Context: an optimization exercise on an open-source flow, tuned for small area, a short achievable clock period and few clock cycles per item. The choices shown serve that exercise and are no tape-out recipe.
Function was checked by simulation only, so behaviour that the tests miss may differ from the original.
Power and IR drop assume default switching activity.

## flow/design.v (module list and top-level ports; edited modules follow where they fit)
// module complex_square_lane: 1011 lines
// module csq_final_r: 8 lines
// module csq_final_p: 8 lines
// module nch_complex_square: 83 lines
module nch_complex_square
#(
    parameter int WIDTH = 16,
    parameter int NCH   = 4,
    parameter int FRAC  = 14
) (
    input  logic                 clk,
    input  logic                 rst,
    input  logic [NCH*WIDTH-1:0] inReal,
    input  logic [NCH*WIDTH-1:0] inImag,
    input  logic                 inMode,
    input  logic                 inValid,
    output logic                 inReady,
    output logic [NCH*WIDTH-1:0] outReal,
    output logic [NCH*WIDTH-1:0] outImag,
    output logic                 outValid,
    input  logic                 outReady,
    output logic [NCH-1:0]       satFlag
);
  // ...
==> flow/flow/run.sh <==
#!/bin/bash
# Layout flow: the standard layout, with two changes:
# - synthesis: the coarse-to-fine synth step runs without its quick ABC pass,
#   so that extract_fa sees the design's full adders as written (the ABC pass
#   rewrites their polarity and leaves inverters between adders). The final
#   ABC mapping, the flip-flop mapping and the rest are the standard ones.
# - placement: every input and output port still gets its buffer, but a plain
#   buf_1 (resized later where timing needs it) instead of the delay cell
#   clkdlybuf4s50_1 that buffer_ports picks by default.
set -euo pipefail
work=$(pwd)
# The synthesis script: the standard flow's own, with its synth wrapper adding -noabc to
# the "fine:" run only.
sed '1s/.*/proc synth {args} { if {[lsearch -exact $args "fine:"] >= 0} { yosys synth -nofsm -noshare -noabc {*}$args } else { yosys synth -nofsm -noshare {*}$args } }/' \
  "$work/synth_recipe.tcl" > "$work/noabc_synth.tcl"
grep -q 'noabc' "$work/noabc_synth.tcl"
sed "s#/synth_recipe.tcl#/noabc_synth.tcl#" "$work/standard.sh" > "$work/noabc_standard.sh"
grep -q 'noabc_synth.tcl' "$work/noabc_standard.sh"
bash "$work/noabc_standard.sh" "BUFFER_PORTS_ARGS=-buffer_cell sky130_fd_sc_hd__buf_1" finish > "$work/flow_make.log" 2>&1
==> flow/standard.sh <==
#!/bin/bash
# synth_recipe.tcl (not shown) runs the flow's synth.tcl, then flattens the netlist and writes it again
# the make line also repeats each setting of config.mk as NAME=value (left out here)
make -C /OpenROAD-flow-scripts/flow DESIGN_CONFIG=/design/flow/config.mk WORK_HOME=/design/flow/orfs CLKGATE_MAP_FILE= SYNTH_SCRIPT=/design/flow/synth_recipe.tcl "${@:-finish}"
==> flow/config.mk <==
export PLATFORM = sky130hd
export DESIGN_NAME = nch_complex_square
export DESIGN_NICKNAME = nch_complex_square
export VERILOG_FILES = /design/flow/design.v
export SDC_FILE = /design/flow/constraint.sdc
export NUM_CORES = 4
export LEC_CHECK = 0
export CAP_MARGIN = 20
export CORE_MARGIN = 2
export CORE_UTILIZATION = 40
export SETUP_SLACK_MARGIN = 5.0
export SLEW_MARGIN = 20
export TNS_END_PERCENT = 0
==> flow/constraint.sdc <==
create_clock -name core_clock -period 9.0 [get_ports {clk}]
set_input_delay 1.8000 -clock core_clock [delete_from_list [all_inputs] [get_ports {clk}]]
set_output_delay 1.8000 -clock core_clock [all_outputs]
set_load 0.01 [all_outputs]
==> qor.yml, run 1 <==
status: "complete, no violations"
fin_util_pct: 44.70
portBuffers: 266
rsz0062_at_grt: "yes"
synth_common_cells: "1,200 x fa_1, 748 x and2_1, 699 x xnor2_1"
cts-resized-gates: 127
synth_most_common_cell: "fa_1"
clock_skew_ns: 0.04069
syn_inst: 6676
power_mw: 38.94
comb_power_mw: 27.8
ys_async_sr_fraction_pct: 0.4739
cp-end-kind: "primary output"
fin_cells: 9377
n_fill_cell: 17630
grt_pass1_vias: 54300
crit_slowest_cell: "clkbuf_16"
yosys_warnings: 1
cp_cell_sequence: "buf_8, nand2b_4, buf_12, clkbuf_16"
wl_met1_um: 82840
peakVddDrop_mv: 0.2686
cts_buffer_depth: 3
final.setup.tns_ns: 0
yosys.area_share.simple_pct: 9.891
io_pins: 267
hold_path.class: "reg2reg"
synth_top_family_by_area: "adder cells"
setup_ws_ns: 4.781
switching_share_pct: 44.82
power.switching_mw: 17.45
use_met3_pct: 2.907
clk_latency_ns: 0.75
ant_nets: 0
muxShareOfSynthArea_pct: 0.1356
reg2reg_from: "s1Real[57]"
combPwrFrac_pct: 71.3
n_all_buffers: 522
nWellTaps: 2511
grtUsageTotal_pct: 20.34
grt_max_degree: 165
diodes: 3
drv_cap: 0
dp.cells: 9103
highest_layer: "met5"
worst-path-buf-inv: 3
Testbench counts, summed over its fixed seeds: cycles 12,024, items 12,000.
==> inputs of run 2 (changes only) <==
--- a/flow/config.mk
+++ b/flow/config.mk
@@ -9,5 +9,4 @@
 export CORE_MARGIN = 2
 export CORE_UTILIZATION = 40
-export SETUP_SLACK_MARGIN = 5.0
+export SETUP_SLACK_MARGIN = 4.85
 export SLEW_MARGIN = 20
-export TNS_END_PERCENT = 0
==> run 2 against run 1 <==
Still clean. Sequential cell count stayed put. Synthesized cell count did not move. Register-to-register slack better by 0.10 ns. Utilization grew 0.83 points. Critical path depth did not move. Total power rose by 1.2%. Via count increased by 0.90%. Clock power is 5% lower. Global-route usage is 0.62 points higher. Non-clock buffer count increased by 76. Worst hold slack better by 0.016 ns. Critical endpoint unchanged. Largest power group unchanged.
==> qor.yml, run 2 <==
avgSynthCellArea_sq_um: 11.47
drv_cap: 0  # unchanged
critPathKind: "in2out"
fmax_mhz: 239.8
whs_endpoint: "outValid"
wire_per_inst_um: 21.41
grt_max_degree: 79  # -52%
ys_seq_elements: 633
yosysTopAreaCell: "fa_1"
hold_path.class: "reg2reg"
initial_core_util_pct: 40.26
arrival_ns: 2.37
setup_viol: 0
top_regs: "s2R (188), s2P (180)"
vias: 50880
syn2layout_area_growth_pct: 13.07
powerDensity_mw_per_mm2: 455.3
rows: 160
peakVddDrop_mv: 0.2830  # +5.4%
io_pins: 267  # unchanged
drt_iter0_drc: 3434
synth_common_cells: "1,200 x fa_1, 748 x and2_1, 699 x xnor2_1"
period_needed_ns: 4.169
path_clk_slew_ns: 0.06
postLayoutCellArea_sq_mm: 0.08657
die_w_um: 441.5
yosys_warnings: 1  # unchanged
ys_types: 82
ys_seq_area_share_pct: 24.81
routed_wl_um: 202200
synth_nets: 8605
reg2reg_from: "s1Real[7]"
rsz0062_at_grt: "yes"
cp.required_ns: 7.20
drtPass1Iterations: 5
grt-ovfl-total: 0
gp_congestion: 0.8383
fin_util_pct: 45.52  # +0.83 points
reg2reg_to: "s2R[13]"
dieArea_sq_mm: 0.1949
power.switching_mw: 17.64  # +1.1%
ff2ff_setup_slack_ns: 4.89
final.setup.tns_ns: 0  # unchanged
switching_share_pct: 44.75  # -0.062 points
power_leakage_nw: 35.60
status: "complete, no violations"
hold_viol: 0
clockPowerShare_pct: 8.9
dp_hpwl_um: 135200
top_register: "s2R"
netlist_area_sq_mm: 0.07657
cts_tree: "yes"
antenna_found_initial: 3
clock_sinks: 633
drc: 0
clock_skew_ns: 0.03914  # -0.001549 ns
layout_common_cells: "1,159 x fa_1, 747 x and2_1, 670 x xnor2_1, 630 x edfxtp_1, 571 x ha_1"
numCtsBuffers: 83
grtUsageTotal_pct: 20.96  # +0.62 points
slew_viol_final: 0
synthFlopType: "edfxtp_1"
p_int_mw: 21.78
synth_most_common_cell: "fa_1"
syn_inst: 6676  # unchanged
ant_nets: 0  # unchanged
die_y_um: 441.5
synth_edf_count: 630
viasPerCell: 5.386
synth_top_cell_area_share_pct: 31.37
ys_async_sr_fraction_pct: 0.4739  # unchanged
relSlewSlack_pct: 31.98
pwr-share-seq_pct: 19.1
hold_path.startpoint: "s2Valid"
largest_reg_flops: 188
cts_hold_buf: 0
nets: 8794
core-area_sq_mm: 0.1902
grt_pass1_vias: 54890  # +1.1%
cts_root_buf: "clkbuf_16"
synth_area_leaders: "fa_1 31%, edfxtp_1 25%, ha_1 9.7%"
critPathMaxFanout: 5
h-tree-depth: 3
grt_pass1_wl_um: 318800
worst_pin_slew_ns: 1.020
cp-end-kind: "primary output"
portBuffers: 266  # unchanged
clk_latency_ns: 0.74  # about the same
combPwrFrac_pct: 72.0  # +0.7 points
whs_path_depth: 1
mostFrequentLayoutCell: "fa_1"
r2r_cells: 10
place_area_sq_mm: 0.07998
critPathLaunchType: "primary input"
power_mw: 39.42  # +1.2%
min_period_over_period_pct: 46.33
drive_gt1_share_pct: 8.885
cts_buffer_depth: 3  # unchanged
==> run 2: cell counts after synthesis <==
No cell type changed its count.
==> run 2: through the flow <==
stage	setup slack, ns	std cells	hold slack [ns]
after global routing	4.773	9444	0.4904
after floorplan	1.073	6676	0.4305
final	4.831	9445	0.4772
after detailed placement	4.036	9106	0.4643
after CTS	4.822	9387	0.4808
after global placement	4.081	9106	0.4429
==> run 2: power by group through the flow <==
stage	Combinational, mW	Clock (mW)	Sequential [mW]
CTS	28.7	3.64	7.54
global placement	27.1	0	7.63
global route	32.7	3.73	7.65
finish	28.4	3.51	7.51
detailed placement	27.9	0	7.64
floorplan	20.1	0	7.67
==> run 2: timing repair <==
item,CTS,global route
setup endpoints to repair,230,178
pin swaps,10,61
cloned,24,14
gates resized for setup,177,173
buffers inserted,104,43
==> run 2: worst max path at each step <==
stage / slack [ns] / cells after the start / start / to
final: 4.83 / 4 / outReady / inReady
after global routing: 4.77 / 9 / s1Imag[5] / s2R[21]
after CTS: 4.82 / 4 / outReady / inReady
after detailed placement: 4.04 / 4 / outReady / s2R[24]
after global placement: 4.08 / 4 / outReady / outReal[7]
after floorplan: 1.07 / 1 / outReady / inReady
==> run 2: kinds of logic after synthesis <==
logic type	after synthesis	synth area share (%)
xor+xnor	883	10.12
fa+ha+maj	1796	41.11
buf+inv	890	4.394
flops	633	24.81
compound gates	1060	9.540
mux	10	0.1356
simple gates	1404	9.891
==> run 2: layout make-up <==
type                       instances  area [sq um]
inverter                         394          1508
tap                             2511          3142
clock buffer                      94          2118
multi-input combinational       5155         54730
antenna                            1         2.502
fill                           17400        103600
timing repair buffer             598          5400
clock inverter                    59         675.6
sequential                       633         18990
==> run 2: critical path: stages <==
cell	delay, ns
buf_8	0.09
nand2b_4	0.13
buf_12	0.15
buf_6	0.14
==> run 2: metal layers <==
metal / up-vias / global-route usage, % / routed length [um]
li1: 22700 / - / -
met1: 26430 / 27.71 / 85610
met2: 1468 / 35.39 / 99730
met3: 278 / 2.591 / 10260
met4: 0 / 7.494 / 6618
met5: - / 0 / 0
==> inputs of run 3 (changes only) <==
--- a/flow/config.mk
+++ b/flow/config.mk
@@ -11,2 +11,3 @@
 export SETUP_SLACK_MARGIN = 4.85
 export SLEW_MARGIN = 20
+export TNS_END_PERCENT = 0
==> run 3 against run 2 <==
Register-to-register slack worse by 0.12 ns. Final cell count down 0.86%. Highest routed layer is now met5. Die area unchanged. Still clean.
==> qor.yml, run 3 <==
wire_per_inst_um: 20.77  # -3.0%
synth_most_common_cell: "fa_1"
hold_viol: 0  # unchanged
gp_congestion: 0.8313  # -0.84%
grt_pass1_vias: 53810  # -2.0%
cts_root_buf: "clkbuf_16"
hold_path.class: "reg2reg"
ant_nets: 0  # unchanged
dieArea_sq_mm: 0.1949  # unchanged
grtUsageTotal_pct: 20.05  # -0.91 points
rows: 160  # unchanged
final.setup.tns_ns: 0  # unchanged
grt-ovfl-total: 0  # unchanged
p_int_mw: 21.47  # -1.4%
io_pins: 267  # unchanged
clock_sinks: 633  # unchanged
powerDensity_mw_per_mm2: 458.8  # +0.76%
largest_reg_flops: 188  # unchanged
peakVddDrop_mv: 0.2726  # -3.7%
yosysTopAreaCell: "fa_1"
dp_hpwl_um: 135000  # about the same
drc: 0  # unchanged
die_y_um: 441.5  # unchanged
h-tree-depth: 3  # unchanged
worst_pin_slew_ns: 1.207  # +0.1867 ns
nets: 8707  # -0.99%
status: "complete, no violations"
hold_slack_ns: 0.4590  # -0.01817 ns
drtPass1Iterations: 6  # +1
synth_edf_count: 630  # unchanged
clock_skew_ns: 0.04148  # +0.002339 ns
critPathKind: "in2out"
syn2layout_area_growth_pct: 10.78
setup_viol: 0  # unchanged
worst-path-buf-inv: 3  # unchanged
vias: 50360  # -1.0%
synth_nets: 8605  # unchanged
synth_common_cells: "1,200 x fa_1, 748 x and2_1, 699 x xnor2_1"
portBuffers: 266  # unchanged
crit_slowest_cell: "buf_12"
cts_tree: "yes"
ys_types: 82  # unchanged
synth_area_leaders: "fa_1 31%, edfxtp_1 25%, ha_1 9.7%"
die_w_um: 441.5  # unchanged
clk_latency_ns: 0.75  # about the same
power.switching_mw: 17.45  # -1.1%
power_mw: 38.92  # -1.3%
cts_buffer_depth: 3  # unchanged
cts_hold_buf: 0  # unchanged
ys_seq_elements: 633  # unchanged
rsz0062_at_grt: "yes"
viasPerCell: 5.378  # -0.16%
combPwrFrac_pct: 71.3  # -0.7 points
synthFlopType: "edfxtp_1"
setup_ws_ns: 4.731  # -0.09969 ns
critPathMaxFanout: 4  # -1
min_period_over_period_pct: 47.43  # +1.1 points
power_leakage_nw: 34.78  # -2.3%
pwr-share-seq_pct: 19.2  # about the same
synth_top_cell_area_share_pct: 31.37  # unchanged
wl_met1_um: 82380  # -3.8%
numCtsBuffers: 85  # +2.4%
cp_cell_sequence: "buf_2, nand2b_4, buf_12, buf_6"
grt_max_degree: 165  # +110%
path_delay_family: "buffers and inverters"
initial_core_util_pct: 40.26  # unchanged
slew_viol_final: 0  # unchanged
top_regs: "s2R (188), s2P (180)"
clockPowerShare_pct: 9.5  # +0.6 points
core-area_sq_mm: 0.1902  # unchanged
cp-end-kind: "primary output"
yosys_warnings: 1  # unchanged
wl_met3_um: 9703  # -5.4%
routed_wl_um: 194500  # -3.8%
drive_gt1_share_pct: 6.511  # -2.4 points
top_register: "s2R"
switching_share_pct: 44.83  # +0.078 points
fmax_mhz: 234.2  # -2.3%
path_clk_slew_ns: 0.05  # about the same
syn_inst: 6676  # unchanged
cp.required_ns: 7.20  # about the same
highest_layer: "met5"
mostFrequentLayoutCell: "fa_1"
drv_cap: 0  # unchanged
layout_common_cells: "1,199 x fa_1, 748 x and2_1, 685 x xnor2_1, 630 x edfxtp_1, 592 x ha_1"
grt_pass1_wl_um: 306300  # -3.9%
wl_met2_um: 94760  # -5.0%
slowest_delay_ns: 0.16  # about the same
ys_seq_area_share_pct: 24.81  # unchanged
arrival_ns: 2.47  # +0.10 ns
relSlewSlack_pct: 19.53  # -12 points
netlist_area_sq_mm: 0.07657  # unchanged
avgSynthCellArea_sq_um: 11.47  # unchanged
dpl_worst_slack_ns: 3.960  # -0.07594 ns
fin_util_pct: 44.60  # -0.92 points
drt_iter0_drc: 3533  # +2.9%
ff2ff_setup_slack_ns: 4.77  # -0.12 ns
period_needed_ns: 4.269  # +0.09969 ns
antenna_found_initial: 4  # +1
ys_async_sr_fraction_pct: 0.4739  # unchanged
critPathLaunchType: "primary input"
run 3: cell counts after synthesis:
No cell type changed its count.
run 3: path summary, 6_finish.rpt:
kind                       startpoint        to  cells past startpoint
max reg2reg                s1Imag[37]  s2R[111]                      9
min                           s2Valid  outValid                      1
max                          outReady   inReady                      4
min reg2reg                   s2Valid  outValid                      1
min in group asynchronous         rst  outValid                      2
max in group asynchronous         rst   s1Valid                      2
run 3: metal layers:
layer  vias to the layer above  track usage, %
li1                      22560               -
met1                     26170           26.67
met2                      1368           33.34
met3                       264           2.774
met4                         2           7.406
met5                         -               0
run 3: what timing repair did:
action                     CTS  global route
setup buffers                5            75
pin swaps                    0             7
setup endpoints to repair  191           249
resized for setup            5           182
gates cloned                 2            15
run 3: power by group through the flow:
stage | Combinational, mW | Clock [mW] | Sequential, mW
6_report | 27.7 | 3.69 | 7.48
5_1_grt | 32.0 | 3.91 | 7.61
4_1_cts | 28.1 | 3.83 | 7.56
3_5_place_dp | 27.9 | 0 | 7.60
3_3_place_gp | 27.0 | 0 | 7.59
2_1_floorplan | 20.1 | 0 | 7.67
run 3: metrics by stage:
stage	cells	cell area (sq um)
after floorplan	6676	76580
after global placement	9103	79970
after detailed placement	9103	79980
after CTS	9269	83060
after global routing	9363	84820
final	9364	84820
run 3: logic make-up after synthesis:
group	share of synthesized area, %
buffers and inverters	4.394
flip-flops	24.81
XOR/XNOR	10.12
adder cells (fa/ha/maj)	41.11
AO/OA/AOI/OAI	9.540
multiplexers	0.1356
AND/OR/NAND/NOR	9.891
run 3: layout make-up:
class | count | area, sq um
antenna | 3 | 7.507
clock buffer | 100 | 2268
inverter | 394 | 1489
fill | 17670 | 105400
multi-input combinational | 5155 | 54410
sequential | 633 | 18990
clock inverter | 59 | 726.9
timing repair buffer | 509 | 3785
tap | 2511 | 3142
==> inputs of run 4 (changes only) <==
--- a/flow/config.mk
+++ b/flow/config.mk
@@ -9,5 +9,5 @@
 export CORE_MARGIN = 2
 export CORE_UTILIZATION = 40
+export GPL_TIMING_DRIVEN = 0
 export SETUP_SLACK_MARGIN = 4.85
 export SLEW_MARGIN = 20
-export TNS_END_PERCENT = 0
==> run 4 against run 3 <==
Clock power fell by 5.4%. Sequential cell count is the same. Final area grew 6.6%. Clock skew fell by 0.0077 ns. Critical path depth grew 2. Register-to-register slack barely moved. Synthesized area unchanged. Sequential share of layout area decreased by 1.4 points. Utilization rose by 2.9 points. First-iteration DRC count grew 18%. Non-clock buffer count rose by 601. Global-route usage rose by 3.0 points.
==> qor.yml, run 4 <==
status: "complete, no violations"
combPwrFrac_pct: 72.8  # +1.5 points
cp_common_cell: "buf_16"
hold_path.class: "reg2reg"
worstSetupPathDepth: 6  # +2
dpl_worst_slack_ns: 3.423  # -0.5373 ns
cp.required_ns: 7.20  # about the same
dp.cells: 9471  # +4.0%
gp_congestion: 0.9375  # +13%
dieArea_sq_mm: 0.1949  # unchanged
multi_input_area_sq_mm: 0.05557  # +2.1%
path_delay_family: "buffers and inverters"
rows: 160  # unchanged
fin_cells: 9955  # +6.3%
drive_gt1_share_pct: 16.65  # +10 points
fmax_mhz: 226.2  # -3.4%
clk_latency_ns: 0.74  # about the same
cp_cell_sequence: "buf_8, nand2b_4, buf_16, buf_16, buf_16, buf_6"
synth_common_cells: "1,200 x fa_1, 748 x and2_1, 699 x xnor2_1"
top_register: "s2R"
drv_cap: 0  # unchanged
worst_pin_slew_ns: 1.092  # -0.1154 ns
synth_edf_count: 630  # unchanged
viasPerCell: 5.366  # -0.22%
wire_per_inst_um: 22.36  # +7.6%
critPathKind: "in2out"
synth_most_common_cell: "fa_1"
netlist_area_sq_mm: 0.07657  # unchanged
ff_latch_area_sq_mm: 0.01899  # unchanged
grt-ovfl-total: 0  # unchanged
avgSynthCellArea_sq_um: 11.47  # unchanged
pwr-share-seq_pct: 18.6  # -0.6 points
p_int_mw: 22.36  # +4.1%
synth_area_leaders: "fa_1 31%, edfxtp_1 25%, ha_1 9.7%"
wl_met3_um: 13630  # +41%
cts_root_buf: "clkbuf_16"
rsz0062_at_grt: "yes"
cts_tree: "yes"
worst-path-buf-inv: 5  # +2
syn2layout_area_growth_pct: 18.09
wl_met2_um: 105600  # +11%
drt_iter0_drc: 4166  # +18%
n_fill_cell: 17330  # -1.9%
cp-end-kind: "primary output"
crit_slowest_cell: "nand2b_4"
routed_wl_um: 222600  # +14%
min_period_over_period_pct: 49.12  # +1.7 points
relSlewSlack_pct: 27.23  # +7.7 points
top_regs: "s2R (188), s2P (180)"
whs_path_depth: 1  # unchanged
yosysTopAreaCell: "fa_1"
switching_share_pct: 44.74  # -0.093 points
syn_inst: 6676  # unchanged
grt_max_degree: 58  # -65%
arrival_ns: 2.62  # +0.15 ns
grt_pass1_vias: 56420  # +4.8%
setup_viol: 0  # unchanged
antenna_found_initial: 5  # +1
period_needed_ns: 4.421  # +0.1521 ns
layout_common_cells: "1,018 x fa_1, 727 x and2_1, 645 x xnor2_1, 630 x edfxtp_1, 591 x ha_1"
synth_top_cell_area_share_pct: 31.37  # unchanged
critPathLaunchType: "primary input"
ant_nets: 0  # unchanged
synth_nets: 8605  # unchanged
power.switching_mw: 18.10  # +3.7%
postLayoutCellArea_sq_mm: 0.09042  # +6.6%
cts_buffer_depth: 3  # unchanged
grtUsageTotal_pct: 23.07  # +3.0 points
slew_viol_final: 0  # unchanged
ys_async_sr_fraction_pct: 0.4739  # unchanged
yosys_warnings: 1  # unchanged
die_y_um: 441.5  # unchanged
peakVddDrop_mv: 0.2843  # +4.3%
ys_types: 82  # unchanged
drc: 0  # unchanged
path_clk_slew_ns: 0.06  # about the same
clock_sinks: 633  # unchanged
wl_met1_um: 93490  # +13%
io_pins: 267  # unchanged
nets: 9306  # +6.9%
clock_skew_ns: 0.03381  # -0.007668 ns
drtPass1Iterations: 6  # unchanged
slowest_delay_ns: 0.15  # about the same
power_mw: 40.46  # +4.0%
highest_layer: "met5"
core-area_sq_mm: 0.1902  # unchanged
ff2ff_setup_slack_ns: 4.77  # about the same
place_area_sq_mm: 0.08138  # +1.8%
dp_hpwl_um: 170300  # +26%
powerDensity_mw_per_mm2: 447.4  # -2.5%
cts_hold_buf: 0  # unchanged
setup_ws_ns: 4.579  # -0.1521 ns
die_w_um: 441.5  # unchanged
ys_seq_elements: 633  # unchanged
h-tree-depth: 3  # unchanged
power_leakage_nw: 37.57  # +8.0%
critPathMaxFanout: 2  # -2
initial_core_util_pct: 40.26  # unchanged
ys_seq_area_share_pct: 24.81  # unchanged
portBuffers: 266  # unchanged
mostFrequentLayoutCell: "fa_1"
largest_reg_flops: 188  # unchanged
vias: 53420  # +6.1%
r2r_cells: 11  # +2
numCtsBuffers: 83  # -2.4%
clockPowerShare_pct: 8.6  # -0.9 points
synthFlopType: "edfxtp_1"
grt_pass1_wl_um: 341300  # +11%
hold_viol: 0  # unchanged
[run 4: cell counts after synthesis]
Identical to the previous run, type by type.
[run 4: power by group through the flow]
stage / Sequential, mW / Clock (mW) / Combinational [mW]
CTS: 7.55 / 3.63 / 29.8
floorplan: 7.67 / 0 / 20.1
finish: 7.52 / 3.49 / 29.4
detailed placement: 7.68 / 0 / 28.3
global placement: 7.82 / 0 / 27.8
global route: 7.65 / 3.71 / 33.8
[run 4: repair_timing]
item | in CTS | in global routing
gates resized for setup | 865 | 409
setup endpoints to repair | 280 | 202
setup buffers | 257 | 66
cloned | 7 | 1
pin swaps | 216 | 198
[run 4: cell type report]
cell class,instances,share of cell area (%)
diodes,2,0.005535
flip-flops and latches,633,21.00
clock inverters,51,0.6766
multi-input cells,5155,61.45
well taps,2511,3.475
clock buffers,99,2.455
repair buffers,614,4.724
plain buffers,496,4.552
inverters,394,1.656
[run 4: metal layers]
metal	up-vias	global-route usage, %
met5	-	0
met4	4	9.348
met3	382	3.342
met2	1793	37.31
met1	27460	31.18
li1	23780	-
[run 4: cells by family (layout without fill, tap and decap cells)]
group / count (synthesis) / after routing / synth area share (%)
buffers and inverters: 890 / 1654 / 4.394
DFF: 633 / 633 / 24.81
adders and majority gates: 1796 / 1796 / 41.11
and+or+nand+nor: 1404 / 1406 / 9.891
xor gates and xnor gates: 883 / 883 / 10.12
other: 0 / 2 / 0
AOI/OAI and AO/OA: 1060 / 1060 / 9.540
muxes: 10 / 10 / 0.1356
[run 4: final timing paths]
check                      startpoint       end
setup / recovery             outReady   inReady
hold / removal                s2Valid  outValid
setup reg to reg           s1Imag[43]  s2R[111]
hold reg to reg               s2Valid  outValid
max in group asynchronous         rst  outValid
min in group asynchronous         rst   s1Valid
[run 4: per-stage QoR]
stage | hold WS, ns | TNS, ns | util [%]
CTS | 0.4598 | 0 | 46.83
global placement | 0.4395 | -1.269 | 42.55
floorplan | 0.4305 | 0 | -
global route | 0.4863 | 0 | 47.54
finish | 0.4611 | 0 | 47.55
detailed placement | 0.4459 | 0 | 42.79
[run 4: worst register-to-register path, stage by stage (launching register included)]
cell	delay [ns]
edfxtp_1	0.50
clkbuf_8	0.20
buf_6	0.11
clkbuf_16	0.14
and2_4	0.15
fa_1	0.47
fa_2	0.42
fa_2	0.48
fa_2	0.36
xnor2_2	0.16
fa_2	0.54
fa_2	0.43

afterwards: timing with drivers on the ports:
How much do the figures lean on ideal ports? The routed layouts below were timed once more, with nothing changed but the port constraints. Step 1 (the two cells are an assumption about what drives the block):
set clk [get_ports {clk}]
set_driving_cell -lib_cell sky130_fd_sc_hd__clkbuf_16 $clk
set_driving_cell -lib_cell sky130_fd_sc_hd__buf_2 [delete_from_list [all_inputs] $clk]
Step 2 also shifts input and output timing later by t, the mid clock arrival at the registers, as if the neighbouring blocks saw the same clock. a / b / c = ideal / step 1 / step 2; a / b = the first two.
run | t (ns) | slack for setup (ns) | slew at the worst register clock pin (ns)
run 1 | 0.811 | 4.781 / 4.743 / 4.536 | 0.07 / 0.07
run 2 | 0.813 | 4.831 / 4.790 / 4.437 | 0.07 / 0.07
run 3 | 0.806 | 4.731 / 4.710 / 4.432 | 0.06 / 0.06
run 4 | 0.812 | 4.579 / 4.541 / 4.541 | 0.06 / 0.06
After both steps setup and hold are still met in every run listed. For run 2, which loses most, drivers alone change the setup slack by -0.041 ns; drivers and shift together by -0.394 ns.
